Context: an optimization exercise on an open-source flow, tuned for a short achievable clock period and few clock cycles. The choices shown serve that exercise and are no tape-out recipe. Function was checked by simulation only, so behaviour that the tests miss may differ from the original.

## the reference run
==> flow/design.v (excerpt) <==
module sodor_core (
    input  logic               clk,
    input  logic               reset,
    input  logic [31:0]        imem_data_i,
    output logic [31:0]        pc_o,
    output logic               retire_valid_o,
    output logic [31:0]        retire_pc_o,
    output logic               retire_is_branch_o,
    output logic               retire_taken_o,
    output logic               retire_writes_rd_o,
    output logic [4:0]         retire_rd_o,
    output logic [31:0]        retire_data_o
);
Size: ~7,700 cells after synthesis, ~1,800 flip-flops, about 95,000 um^2 of cells after synthesis.
==> flow/config.mk <==
export PLATFORM = sky130hd
export DESIGN_NAME = sodor_core
export DESIGN_NICKNAME = sodor_core
export VERILOG_FILES = /design/flow/design.v
export SDC_FILE = /design/flow/constraint.sdc
export NUM_CORES = 4
export LEC_CHECK = 0
export ABC_CLOCK_PERIOD_IN_PS = 2500
export CAP_MARGIN = 20
export CORE_MARGIN = 2
export CORE_UTILIZATION = 50
export GPL_TIMING_DRIVEN = 1
export SETUP_SLACK_MARGIN = 3.5
export SLEW_MARGIN = 20
export SYNTH_HIERARCHICAL = 1
==> flow/constraint.sdc <==
create_clock -name core_clock -period 6.0 [get_ports {clk}]
set_input_delay 1.2000 -clock core_clock [delete_from_list [all_inputs] [get_ports {clk}]]
set_output_delay 1.2000 -clock core_clock [all_outputs]
set_load 0.01 [all_outputs]
run.sh (not shown) runs the stock make flow with config.mk's settings and CLKGATE_MAP_FILE= SYNTH_SCRIPT=/design/flow/synth_recipe.tcl, a recipe that flattens the netlist after the stock synthesis.
Testbench counts of the reference run, summed over its fixed seeds: cycles 33,114.
#### Input delta (the trial run over the reference run)
--- a/flow/design.v
+++ b/flow/design.v
@@ -83,15 +83,17 @@
     output logic                 x_sub_o,
     output logic                 x_sra_o,
     output sodor_pkg::alu_sel_t  x_sel_o,
     output sodor_pkg::word_t     x_op_a_o,
     output sodor_pkg::word_t     x_op_b_o,
     output logic [4:0]           x_shamt_o,
     output sodor_pkg::word_t     x_cmp_a_o,
-    output sodor_pkg::word_t     x_cmp_b_o
+    output sodor_pkg::word_t     x_cmp_b_o,
+    output sodor_pkg::word_t     x_add_a_o,
+    output sodor_pkg::word_t     x_add_b_o
 );
     sodor_pkg::word_t     pc_q;
     sodor_pkg::word_t     pc_pred_q;
     sodor_pkg::word_t     pc_redir_q;
     logic                 redir_q;
     sodor_pkg::inst_t     inst;
     logic [6:0]           opcode;
@@ -329,14 +331,21 @@
     operand_copy u_cmp_copy (
         .clk (clk),
         .a_i (op_a),
         .b_i (op_b),
         .a_o (x_cmp_a_o),
         .b_o (x_cmp_b_o)
     );
+    operand_copy u_add_copy (
+        .clk (clk),
+        .a_i (op_a),
+        .b_i (op_b),
+        .a_o (x_add_a_o),
+        .b_o (x_add_b_o)
+    );
     shamt_reg u_shamt_reg (
         .clk     (clk),
         .d_i     (op_b[4:0]),
         .q_o     (x_shamt_o)
     );
     assign x_valid_o     = x_valid;
     assign x_valid_raw_o = x_valid_q;
@@ -457,15 +466,14 @@
     output sodor_pkg::word_t target_o
 );
     logic [12:0] p0;
     logic [12:0] g;
     logic [12:0] p;
     logic [13:0] lo;
     logic [18:0] hi;
-    logic [18:0] hi_inc;
     logic [18:0] hi_dec;
     always_comb begin
         p0 = pc_i[12:0] ^ off_i;
         g  = pc_i[12:0] & off_i;
         p  = p0;
         for (int d = 1; d < 13; d = d * 2) begin
             for (int i = 12; i >= d; i--) begin
@@ -475,26 +483,19 @@
         end
         lo[0] = p0[0];
         for (int i = 1; i < 13; i++) begin
             lo[i] = p0[i] ^ g[i-1];
         end
         lo[13] = g[12];
     end
-    pc_hi_incdec u_incdec (
+    pc_hi_dec u_dec (
         .hi_i  (pc_i[31:13]),
-        .inc_o (hi_inc),
         .dec_o (hi_dec)
     );
-    always_comb begin
-        case ({off_i[12], lo[13]})
-            2'b01:   hi = hi_inc;
-            2'b10:   hi = hi_dec;
-            default: hi = pc_i[31:13];
-        endcase
-    end
+    assign hi = lo[13] ? pc_i[31:13] : hi_dec;
     assign target_o = {hi, lo[12:0]};
 endmodule
 `default_nettype wire
 `default_nettype none
 module bypass_mux (
     input  logic             sel_sum_i,
     input  logic             sel_diff_i,
@@ -513,20 +514,18 @@
 );
     assign y_o = ({32{sel_sum_i}} & sum_i) | ({32{sel_diff_i}} & diff_i)
                | ({32{sel_sll_i}} & sll_i) | ({32{sel_sr_i}} & sr_i) | rest_i
                | {31'd0, (sel_lt_i & lt_i) | (sel_ltu_i & ltu_i)};
 endmodule
 `default_nettype wire
 `default_nettype none
-module pc_hi_incdec (
+module pc_hi_dec (
     input  logic [18:0] hi_i,
-    output logic [18:0] inc_o,
     output logic [18:0] dec_o
 );
-    assign inc_o = hi_i + 19'd1;
     assign dec_o = hi_i - 19'd1;
 endmodule
 `default_nettype wire
 `default_nettype none
 module shamt_reg (
     input  logic       clk,
     input  logic [4:0] d_i,
@@ -574,14 +573,16 @@
 endmodule
 `default_nettype wire
 `timescale 1ns/1ps
 `default_nettype none
 module alu_unit (
     input  sodor_pkg::word_t    op_a_i,
     input  sodor_pkg::word_t    op_b_i,
+    input  sodor_pkg::word_t    add_a_i,   
+    input  sodor_pkg::word_t    add_b_i,   
     input  logic [4:0]          shamt_i,   
     input  logic                sra_i,
     input  sodor_pkg::alu_sel_t sel_i,
     output sodor_pkg::word_t    sum_o,
     output sodor_pkg::word_t    diff_o,
     output sodor_pkg::word_t    sll_o,
     output sodor_pkg::word_t    sr_o,
@@ -589,21 +590,21 @@
 );
     sodor_pkg::word_t other;
     sodor_pkg::word_t sum;
     sodor_pkg::word_t diff;
     sodor_pkg::word_t sll_res;
     sodor_pkg::word_t sr_res;
     alu_adder u_add (
-        .a_i (op_a_i),
-        .b_i (op_b_i),
+        .a_i (add_a_i),
+        .b_i (add_b_i),
         .y_o (sum)
     );
     alu_subtractor u_sub (
-        .a_i (op_a_i),
-        .b_i (op_b_i),
+        .a_i (add_a_i),
+        .b_i (add_b_i),
         .y_o (diff)
     );
     alu_shifter u_shift (
         .a_i     (op_a_i),
         .shamt_i (shamt_i),
         .sra_i   (sra_i),
         .sll_o   (sll_res),
@@ -887,14 +888,16 @@
     sodor_pkg::word_t     alu_diff;
     sodor_pkg::word_t     alu_other;
     sodor_pkg::word_t     alu_sll;
     sodor_pkg::word_t     alu_sr;
     logic [4:0]           x_shamt;
     sodor_pkg::word_t     x_cmp_a;
     sodor_pkg::word_t     x_cmp_b;
+    sodor_pkg::word_t     x_add_a;
+    sodor_pkg::word_t     x_add_b;
     logic                 eq;
     logic                 lt;
     logic                 ltu;
     logic                 taken;
     sodor_pkg::word_t     target;
     logic                 mispredict;
     sodor_pkg::word_t     redirect_pc;
@@ -938,19 +941,23 @@
         .x_sub_o       (x_sub),
         .x_sra_o       (x_sra),
         .x_sel_o       (x_sel),
         .x_op_a_o      (x_op_a),
         .x_op_b_o      (x_op_b),
         .x_shamt_o     (x_shamt),
         .x_cmp_a_o     (x_cmp_a),
-        .x_cmp_b_o     (x_cmp_b)
+        .x_cmp_b_o     (x_cmp_b),
+        .x_add_a_o     (x_add_a),
+        .x_add_b_o     (x_add_b)
     );
     alu_unit u_alu_unit (
         .op_a_i   (x_op_a),
         .op_b_i   (x_op_b),
+        .add_a_i  (x_add_a),
+        .add_b_i  (x_add_b),
         .shamt_i  (x_shamt),
         .sra_i    (x_sra),
         .sel_i    (x_sel),
         .sum_o    (alu_sum),
         .diff_o   (alu_diff),
         .sll_o    (alu_sll),
         .sr_o     (alu_sr),
--- outcome ---
- Height of the die across the reference run and the trial run: no real change.
- Lower die area goes to the reference run over the trial run.
- Utilization: the reference run vs the trial run — no meaningful difference
- Against the reference run as the reference, the trial run delivers a lower antenna diode count.
- The trial run and the reference run ended up with roughly the same total non-filler cell area in the finished layout.
Testbench counts of the trial run, summed over its fixed seeds: cycles 33,114.

re-timing with driven ports:
No port has a modelled driver above. Below, the same layouts with a new extraction and two added sets of constraints.
Step 1: set_driving_cell puts a clkbuf_16 on clk and a buf_2 on each other input, an assumption about the parent block.
Step 2 also shifts input and output timing later by t, the mid clock arrival at the registers, as if the neighbouring blocks saw the same clock.
a / b / c = ideal / step 1 / step 2; a / b = the first two.
run | t, ns | setup WS [ns] | hold WS [ns] | worst setup path after step 2 | worst slew at a driven data input, ns
the reference run | 0.939 | 2.872 / 2.712 / 1.773 | 0.260 / 0.260 / 0.260 | input to register | 0.54
the trial run | 0.936 | 2.826 / 2.529 / 1.593 | 0.321 / 0.321 / 0.321 | input to register | 0.76
After both steps every run listed still meets setup and hold. For the trial run, which loses most, drivers alone change the setup slack by -0.297 ns; drivers and shift together by -1.233 ns.
